This design comes from an exercise in tuning for small area on the open sky130 flow, not from production work. Function was checked by simulation only, so behaviour that the tests miss may differ from the original. Power and IR drop assume default switching activity.

===== flow/config.mk =====
export PLATFORM = sky130hd
export DESIGN_NAME = tetris_top
export DESIGN_NICKNAME = tetris_top
export VERILOG_FILES = /design/flow/design.v
export SDC_FILE = /design/flow/constraint.sdc
export NUM_CORES = 8
export LEC_CHECK = 0
export CAP_MARGIN = 20
export CORE_MARGIN = 2
export CORE_UTILIZATION = 25
export PLACE_DENSITY = 0.45
export SLEW_MARGIN = 20

===== flow/constraint.sdc =====
create_clock -name core_clock -period 15.0 [get_ports {clk}]
set_input_delay 3.0000 -clock core_clock [delete_from_list [all_inputs] [get_ports {clk}]]
set_output_delay 3.0000 -clock core_clock [all_outputs]
set_load 0.01 [all_outputs]

===== flow/design.v =====
package tetris_pkg;
    localparam int NUM_COLS = 10;
    localparam int NUM_ROWS = 15;
    localparam int COL_W    = 4;
    localparam int ROW_W    = 4;
    localparam logic [COL_W-1:0] SPAWN_COL = 4'd5;
    localparam int                 SCORE_W   = 4;
    localparam logic [SCORE_W-1:0] MAX_SCORE = 4'd10;
    typedef enum logic [1:0] {
        PIECE_BAR    = 2'd0,
        PIECE_SKEW   = 2'd1,
        PIECE_SQUARE = 2'd2
    } piece_kind_e;
    typedef struct packed {
        piece_kind_e      kind;
        logic [1:0]       rot;
        logic [COL_W-1:0] col;
        logic [ROW_W-1:0] row;
    } piece_t;
    typedef struct packed {
        logic [COL_W-1:0] col;
        logic [ROW_W-1:0] row;
    } cell_t;
    typedef struct packed {
        cell_t c0;
        cell_t c1;
        cell_t c2;
        cell_t c3;
    } piece_cells_t;
    typedef logic [NUM_COLS-1:0] row_mask_t;
    typedef struct packed {
        logic left;
        logic right;
        logic rotate;
        logic drop;
    } btn_events_t;
endpackage
`timescale 1ns/100ps
module tetris_top #(
    parameter int DEBOUNCE_CYCLES = 4,
    parameter int GRAVITY_CYCLES  = 64,
    parameter int SCAN_CYCLES     = 8
) (
    input  logic                         clk,
    input  logic                         reset,
    input  logic                         btn_left,
    input  logic                         btn_right,
    input  logic                         btn_rotate,
    input  logic                         btn_drop,
    input  logic [tetris_pkg::ROW_W-1:0] row_sel,
    output tetris_pkg::row_mask_t        locked_row,
    output tetris_pkg::row_mask_t        active_row,
    output logic [6:0]                   seg,
    output logic [1:0]                   an,
    output logic                         score_win
);
    logic [5:0] tcnt;
    always_ff @(posedge clk) begin
        if (reset) tcnt <= 6'd0;
        else       tcnt <= tcnt + 6'd1;
    end
    logic tick, grav, capture;
    assign tick    = &tcnt[1:0];
    assign grav    = &tcnt;
    assign capture = (tcnt[1:0] == 2'd1);
    logic [2:0] bA, bE2, bE1;
    logic       bD;
    always_ff @(posedge clk) begin
        if (reset) begin
            bA  <= 3'b000;
            bE2 <= 3'b000;
            bE1 <= 3'b000;
        end else if (capture) begin
            bA  <= {btn_left, btn_right, btn_rotate};
            bE2 <= {btn_left, btn_right, btn_rotate} & ~bA;
            bE1 <= bE2;
        end
    end
    always_ff @(posedge clk) begin
        if (capture) bD <= btn_drop;
    end
    logic ev_left, ev_right, ev_rot, ev_drop;
    assign ev_left  = tick & bE1[2];
    assign ev_right = tick & bE1[1];
    assign ev_rot   = tick & bE1[0];
    assign ev_drop  = tick & bD;
    localparam logic [1:0] S_IDLE = 2'd0, S_ACT = 2'd1, S_LOCK = 2'd2, S_CLR = 2'd3;
    logic [1:0]  st;
    logic [1:0]  kind;      
    logic        rot;
    logic [3:0]  pc, pr;
    logic [3:0]  score;
    logic        zq, zh;    
    logic [14:0][9:0] brd;
    logic idle, act, lk, cp, win;
    assign idle = (st == S_IDLE);
    assign act  = (st == S_ACT);
    assign lk   = (st == S_LOCK);
    assign cp   = (st == S_CLR);
    assign win  = score[3] & score[1];    
    logic [14:0] full;
    logic [15:0] fge;             
    logic [2:0]  cge [16];        
    always_comb begin
        fge[15] = 1'b0;
        cge[15] = 3'd0;
        for (int r = 14; r >= 0; r--) begin
            full[r] = &brd[r];
            fge[r]  = fge[r+1] | full[r];
            cge[r]  = cge[r+1] + {2'b00, full[r]};
        end
    end
    logic try_spawn, mv_down, mv_left, mv_right, mv_rot, mv_drop, down;
    assign try_spawn = idle & ~win & grav;
    assign mv_down   = act & grav;
    assign mv_left   = act & ~grav & ev_left;
    assign mv_right  = act & ~grav & ~ev_left & ev_right;
    assign mv_rot    = act & ~grav & ~ev_left & ~ev_right & ev_rot;
    assign mv_drop   = act & ~grav & ~ev_left & ~ev_right & ~ev_rot & ev_drop;
    assign down      = mv_down | mv_drop;
    logic [3:0] cc, cr;
    logic       crot;
    assign cr   = pr + {3'b000, down};
    assign cc   = pc + {{3{mv_left}}, mv_left | mv_right};
    assign crot = rot ^ mv_rot;
    logic barh, barv, sk0, sk1, sq;
    assign barh = (kind == 2'd0) & ~crot;
    assign barv = (kind == 2'd0) &  crot;
    assign sk0  = (kind == 2'd1) & ~crot;
    assign sk1  = (kind == 2'd1) &  crot;
    assign sq   = (kind == 2'd2);
    logic [16:0] dR;    
    logic [11:0] dC;    
    always_comb begin
        dR = '0;
        for (int r = 0; r < 15; r++) dR[r+1] = (cr == 4'(r));
        dC = '0;
        for (int c = 0; c < 10; c++) dC[c+1] = (cc == 4'(c));
    end
    logic [14:0] rowA, rowB;
    logic [9:0]  colA, colB;
    always_comb begin
        for (int r = 0; r < 15; r++) begin
            rowA[r] = dR[r+1] | ((barv | sk1) & dR[r+2]) | ((barv | sq) & dR[r]) |
                      (barv & ((r >= 1) ? dR[r-1] : 1'b0));
            rowB[r] = (sk1 & dR[r+1]) | ((sk0 | sk1) & dR[r]);
        end
        for (int c = 0; c < 10; c++) begin
            colA[c] = dC[c+1] | ((barh | sk0) & dC[c+2]) | ((barh | sq) & dC[c]) |
                      (barh & ((c >= 1) ? dC[c-1] : 1'b0));
            colB[c] = (sk0 & (dC[c+1] | dC[c])) | (sk1 & dC[c+2]);
        end
    end
    logic inb;
    always_comb begin
        if (barh)      inb = (cc >= 4'd1) & (cc <= 4'd7) & (cr <= 4'd14);
        else if (barv) inb = (cc <= 4'd9) & (cr >= 4'd1) & (cr <= 4'd12);
        else if (sk0)  inb = (cc >= 4'd1) & (cc <= 4'd8) & (cr <= 4'd13);
        else if (sk1)  inb = (cc >= 4'd1) & (cc <= 4'd9) & (cr >= 4'd1) & (cr <= 4'd13);
        else           inb = (cc <= 4'd8) & (cr <= 4'd13);
    end
    logic collide;
    always_comb begin
        collide = 1'b0;
        for (int r = 0; r < 15; r++) begin
            collide = collide | (rowA[r] & |(brd[r] & colA)) | (rowB[r] & |(brd[r] & colB));
        end
    end
    logic fits_move;
    assign fits_move = inb & ~collide;
    logic [9:0] lr0, lr1;
    logic       spawn_fit;
    assign lr0 = fge[0] ? 10'd0 : brd[0];
    assign lr1 = (brd[1] & {10{~full[1] & ~fge[2]}}) |
                 (brd[0] & {10{~full[0] & (cge[1] == 3'd1)}});
    always_comb begin
        case (kind)
            2'd0:    spawn_fit = ~(lr0[4] | lr0[5] | lr0[6] | lr0[7]);
            2'd1:    spawn_fit = ~(lr0[4] | lr0[5] | lr1[5] | lr1[6]);
            default: spawn_fit = ~(lr0[5] | lr0[6] | lr1[5] | lr1[6]);
        endcase
    end
    logic restart, board_clear;
    assign restart     = win & ev_rot;
    assign board_clear = restart | (try_spawn & ~spawn_fit);
    logic [3:0] ssum;
    assign ssum = score + {1'b0, cge[0]};
    always_ff @(posedge clk) begin
        if (reset) begin
            st    <= S_IDLE;
            kind  <= 2'd0;
            score <= 4'd0;
            zq    <= 1'b1;
            zh    <= 1'b0;
        end else begin
            case (st)
                S_IDLE:  if (try_spawn & spawn_fit) st <= S_ACT;
                S_ACT:   if (down & ~fits_move) st <= S_LOCK;
                S_LOCK:  st <= S_CLR;
                default: st <= S_IDLE;
            endcase
            if (board_clear) kind <= 2'd0;
            else if (lk)     kind <= (kind == 2'd0) ? 2'd1 : (kind == 2'd1) ? 2'd2 : 2'd0;
            if (board_clear) score <= 4'd0;
            else if (cp)     score <= (ssum > 4'd10) ? 4'd10 : ssum;
            if (board_clear) begin
                zq <= 1'b1;
                zh <= 1'b0;
            end else if (zq & (&tcnt[3:0])) begin
                zq <= ~zh;
                zh <= 1'b1;
            end
        end
    end
    always_ff @(posedge clk) begin
        if (try_spawn) begin
            rot <= 1'b0;
            pc  <= 4'd5;
            pr  <= 4'd0;
        end else if (fits_move) begin
            rot <= crot;
            pc  <= cc;
            pr  <= cr;
        end
    end
    logic [14:0] sh;
    assign sh = {15{zq}} | fge[14:0];
    always_ff @(posedge clk) begin
        for (int r = 0; r < 15; r++) begin
            for (int c = 0; c < 10; c++) begin
                if (sh[r])
                    brd[r][c] <= (r == 0) ? 1'b0 : brd[(r == 0) ? 0 : r-1][c];
                else
                    brd[r][c] <= brd[r][c] | (lk & ((rowA[r] & colA[c]) | (rowB[r] & colB[c])));
            end
        end
    end
    logic [17:0] dV;
    logic [14:0] match;
    always_comb begin
        dV = '0;
        for (int v = 0; v < 15; v++) dV[v] = (row_sel == 4'(v));
        for (int u = 0; u < 15; u++) begin
            if (cp) match[u] = dV[u];
            else begin
                case (cge[u+1][1:0])
                    2'd0: match[u] = dV[u];
                    2'd1: match[u] = dV[u+1];
                    2'd2: match[u] = dV[u+2];
                    default: match[u] = dV[u+3];
                endcase
                match[u] = match[u] & ~full[u];
            end
        end
    end
    always_comb begin
        locked_row = '0;
        for (int u = 0; u < 15; u++) locked_row = locked_row | (brd[u] & {10{match[u]}});
        if (zq) locked_row = '0;
    end
    logic [3:0] dd;
    logic pbarh, pbarv, psk0, psk1, psq, inA, inB;
    logic [11:0] pC;
    logic [9:0]  pcolA, pcolB;
    assign dd    = row_sel - pr;
    assign pbarh = (kind == 2'd0) & ~rot;
    assign pbarv = (kind == 2'd0) &  rot;
    assign psk0  = (kind == 2'd1) & ~rot;
    assign psk1  = (kind == 2'd1) &  rot;
    assign psq   = (kind == 2'd2);
    assign inA   = (dd == 4'd0) | ((pbarv | psk1) & (dd == 4'd15)) |
                   ((pbarv | psq) & (dd == 4'd1)) | (pbarv & (dd == 4'd2));
    assign inB   = (psk1 & (dd == 4'd0)) | ((psk0 | psk1) & (dd == 4'd1));
    always_comb begin
        pC = '0;
        for (int c = 0; c < 10; c++) pC[c+1] = (pc == 4'(c));
        for (int c = 0; c < 10; c++) begin
            pcolA[c] = pC[c+1] | ((pbarh | psk0) & pC[c+2]) | ((pbarh | psq) & pC[c]) |
                       (pbarh & ((c >= 1) ? pC[c-1] : 1'b0));
            pcolB[c] = (psk0 & (pC[c+1] | pC[c])) | (psk1 & pC[c+2]);
        end
    end
    assign active_row = act ? ((pcolA & {10{inA}}) | (pcolB & {10{inB}})) : 10'd0;
    logic [3:0] digit;
    assign score_win = win;
    assign an        = tcnt[3] ? 2'b01 : 2'b10;
    assign digit     = tcnt[3] ? {3'b000, win} : (win ? 4'd0 : score);
    always_comb begin
        case (digit)
            4'd0:    seg = 7'b1000000;
            4'd1:    seg = 7'b1111001;
            4'd2:    seg = 7'b0100100;
            4'd3:    seg = 7'b0110000;
            4'd4:    seg = 7'b0011001;
            4'd5:    seg = 7'b0010010;
            4'd6:    seg = 7'b0000010;
            4'd7:    seg = 7'b1111000;
            4'd8:    seg = 7'b0000000;
            4'd9:    seg = 7'b0010000;
            default: seg = 7'b1111111;
        endcase
    end
endmodule

===== flow/run.sh =====
#!/bin/bash
# synth_recipe.tcl (not shown) runs the flow's synth.tcl, then flattens the netlist and writes it again
# the make line also repeats each setting of config.mk as NAME=value (left out here)
make -C /OpenROAD-flow-scripts/flow DESIGN_CONFIG=/design/flow/config.mk WORK_HOME=/design/flow/orfs CLKGATE_MAP_FILE= SYNTH_SCRIPT=/design/flow/synth_recipe.tcl finish

==> results.txt <==
status=complete, no violations; hold slack final=0.4732 ns; CP required=between 10 and 15 ns; Overflow after GRT=0; CTS Buffer Depth=2; synthesized area=approximately 16000 um^2; Fillers=just under 7000; routability cong.=between 1 and 1.5; Synth Flop Type=dfxtp_1; Lkg Pwr=between 5 and 6 nW; core box area=approximately 63000 um^2; Synth warnings=2; per-cell routed wire length=about 39 um; initial detailed-routing violation count=3211; final setup TNS=0 ns; number of global-route vias before repair=between 15000 and 20000; CTS Hold Bufs=0; highest net fanout along the worst path=10; WHS Endpoint=bE2[0]$_SDFFE_PP0N_; Reg2Reg Depth=25; CTS tree=done; post-cts sizing count=0; hold path start=bE2[0]$_SDFFE_PP0N_; die area=around 66000 um^2; arrival time worst endpoint=9.49 ns; die width=approximately 260 um; Post-Place Cell Area=between 15000 and 20000 um^2; final core occ=0.2893; total CTS buffers=17; fmax=80.06 MHz; Rows=slightly above 90; Tcrit/Tclk final=0.8327; RSZ-0062 raised after global routing=no; Slew headroom=0.1738; Antenna Violating Nets Remaining=0; PortBufs=39; CTS Sinks=around 190; r2r endpoint=score[1]$_SDFFE_PP0P_; starting density of the core=0.2524; htree depth=4; CP Capture Type=output pin; initial antenna violation count=12; Mapped Nets=about 2300; overall power=0.001462 W; Netlist cell types=94; minimum clock period=between 10 and 15 ns; layout cell share with drive strength beyond 1=0.09571; final wirelength=around 120 mm; Root Driver=clkbuf_16; IO Pins=40; Nets=2287; Power Density=80.27 nW/um^2; average size of a mapped cell=about 7.1 um^2; Hold Path Depth=2; average via count per standard cell=a little under 7; first-pass GRT wire length=between 150 and 200 mm; Slew @ Worst Pin=~1.2 ns; vias=20763; #FFs+latches synth=roughly 190; Clock Skew=0.02780 ns; largest net degree at the start of global routing=between 80 and 90; Synth async-reset ratio=0; final instance area=18220 um^2; fin. max-slew vios=0; share of the yosys chip area belonging to registers=0.2337; peak supply drop=0.00008900 V; FF-to-FF Start=brd[137]$_DFF_P_; post-DP HPWL=~85 mm; DRC viols=0; Die Ht=~260 um; synthesis-to-finish area growth=14.62%; Post-synth EDFFs=1; Setup Crit Path Kind=register to output pin; # setup viols final=0; Cells after Synth=2253; Worst-path clk slew=roughly 0.090 ns; Final Hold Fails=0; R2R Setup Slk=~6.5 ns; startpoint types=register; 1st-pass router iterations=9; HP Class=register to register; Worst-Skew Late Latency=0.54 ns; All-Layer GR Usage=0.3520; # Max-Cap Violations=0; Setup Fix Bufs, Post-CTS=0
-- routing by layer --
metal	vias to the layer above	GRT usage	routed length, um
li1	8629	-	-
met1	10237	0.4484	47070
met2	1515	0.5211	50370
met3	380	0.08814	12620
met4	2	0.2399	9055
met5	-	0	13
-- logic make-up (layout without fill, tap and decap cells) --
family,Yosys count,count (layout),synth area share
compound gates,975,975,0.4071
xor+xnor,31,31,0.01756
fa+ha+maj,54,54,0.04488
buf+inv,266,249,0.06511
flops,185,185,0.2337
mux,34,34,0.02149
other cells,0,6,0
simple gates,708,708,0.2101
-- worst max-delay path: stages (launching register included) --
cell	delay, ns
dfxtp_1	0.61
nand4_1	0.14
nor3_1	0.84
fa_1	0.62
ha_1	0.25
fa_1	0.60
ha_1	0.29
ha_1	0.35
ha_1	0.36
ha_1	0.36
ha_1	0.36
ha_1	0.36
ha_1	0.36
ha_1	0.36
ha_1	0.36
ha_1	0.38
nand3_1	0.09
o21ai_0	0.09
nand2_1	0.07
o21ai_0	0.10
a21o_1	0.13
a21oi_1	0.07
nor2_2	0.63
a222oi_1	0.20
a31oi_1	0.36
clkdlybuf4s50_1	0.62
-- synthesized netlist by cell type, drive strengths merged, types with 31 or more instances --
cell type	count	area (um^2)
dfxtp	184	3684
nand2	202	768.2
a22oi	85	638.1
a211oi	31	237.7
o21ai	101	505.5
clkbuf	178	668.1
ha	49	613.1
o22ai	180	1126
a22o	35	306.5
nand3	50	250.2
a31oi	51	325.3
a21oi	271	1360
nor2	235	892.1
a221oi	57	505.5
nor3	46	246.5
nand4	45	287.8
inv	57	214.0
mux2i	33	330.3
-- registers in the layout (all words and copies together) (netlist names) --
| register | cells |
|---|---|
| brd | 150 |
| score | 4 |
| pr | 4 |
| pc | 4 |
| tcnt | 6 |
| bE2 | 3 |
| st | 2 |
| bE1 | 3 |
| zh | 1 |
| zq | 1 |
| kind | 2 |
| rot | 1 |
| bD | 1 |
| bA | 3 |
-- report_power, final --
part | internal, W | leakage [nW] | switching (W) | total (W)
Combinational | 0.000103 | 3.82 | 0.000339 | 0.000443
Clock | 0.000232 | 0.306 | 0.000282 | 0.000514
Sequential | 0.000498 | 1.49 | 0.00000724 | 0.000505
-- final cells by class --
cell class                 instances  area [um^2]  share of cell area
antenna                            6        15.01           0.0008243
sequential                       185         3714              0.2039
timing repair buffer             158         1291             0.07089
multi-input combinational       1802        11280              0.6193
inverter                          59        221.5             0.01216
tap                              846         1059             0.05811
clock inverter                    15        209.0             0.01147
clock buffer                      17        425.4             0.02335
-- through the flow --
| step | setup slack [ns] | instances |
|---|---|---|
| global route | 2.092 | 3082 |
| CTS | 2.332 | 3082 |
| finish | 2.510 | 3088 |
| floorplan | 5.045 | 2253 |
| global placement | 2.867 | 3047 |
| detailed placement | 2.925 | 3050 |
-- worst max path at each step --
| stage | from | to | cells past startpoint |
|---|---|---|---|
| 6_report | brd[137]$_DFF_P_ | locked_row[4] | 25 |
| 5_1_grt | brd[137]$_DFF_P_ | locked_row[9] | 25 |
| 4_1_cts | brd[137]$_DFF_P_ | locked_row[4] | 25 |
| 3_5_place_dp | brd[137]$_DFF_P_ | locked_row[4] | 25 |
| 3_3_place_gp | brd[137]$_DFF_P_ | locked_row[4] | 25 |
| 2_1_floorplan | brd[145]$_DFF_P_ | locked_row[1] | 25 |
-- cells in the final DEF (no fill, tap or decap), types with 11 or more instances in the layout --
master           instances
nand3_1                 50
nor3_1                  39
a22oi_1                 85
o21a_1                  15
and3_1                  27
a21oi_1                268
a221oi_1                55
nand2b_1                29
inv_1                   55
clkdlybuf4s50_1         39
a32oi_1                 19
a211oi_1                30
or3_1                   15
buf_4                  117
o22ai_1                180
dfxtp_1                184
o21ai_0                 95
ha_1                    48
nor2_1                 228
mux2i_1                 32
a222oi_1                28
o211ai_1                11
xnor2_1                 23
a22o_1                  35
a31oi_1                 46
nand2_1                197
clkbuf_16               17
nand4_1                 44

static timing again, ports no longer ideal:
No port has a modelled driver above. Below, the same layout with a new extraction and two added sets of constraints.
Step 1, drivers: a clkbuf_16 drives clk and a buf_2 each remaining input, both assumed.
Step 2, shift: input delay + t, output delay - t, t = (earliest + latest rising clock arrival at the registers) / 2. This alone moves slack from input paths to output paths.
Slacks: no drivers / after step 1 / after step 2; pairs: no drivers / after step 1.
t, ns: 0.582
setup WS [ns]: 2.510 / 2.449 / 3.031
slew at the worst register clock pin (ns): 0.10 / 0.10
worst data-port slew with drivers (ns): 0.04
After both steps this run still meets setup and hold. For this run, drivers alone change the setup slack by -0.061 ns; drivers and shift together by +0.521 ns.
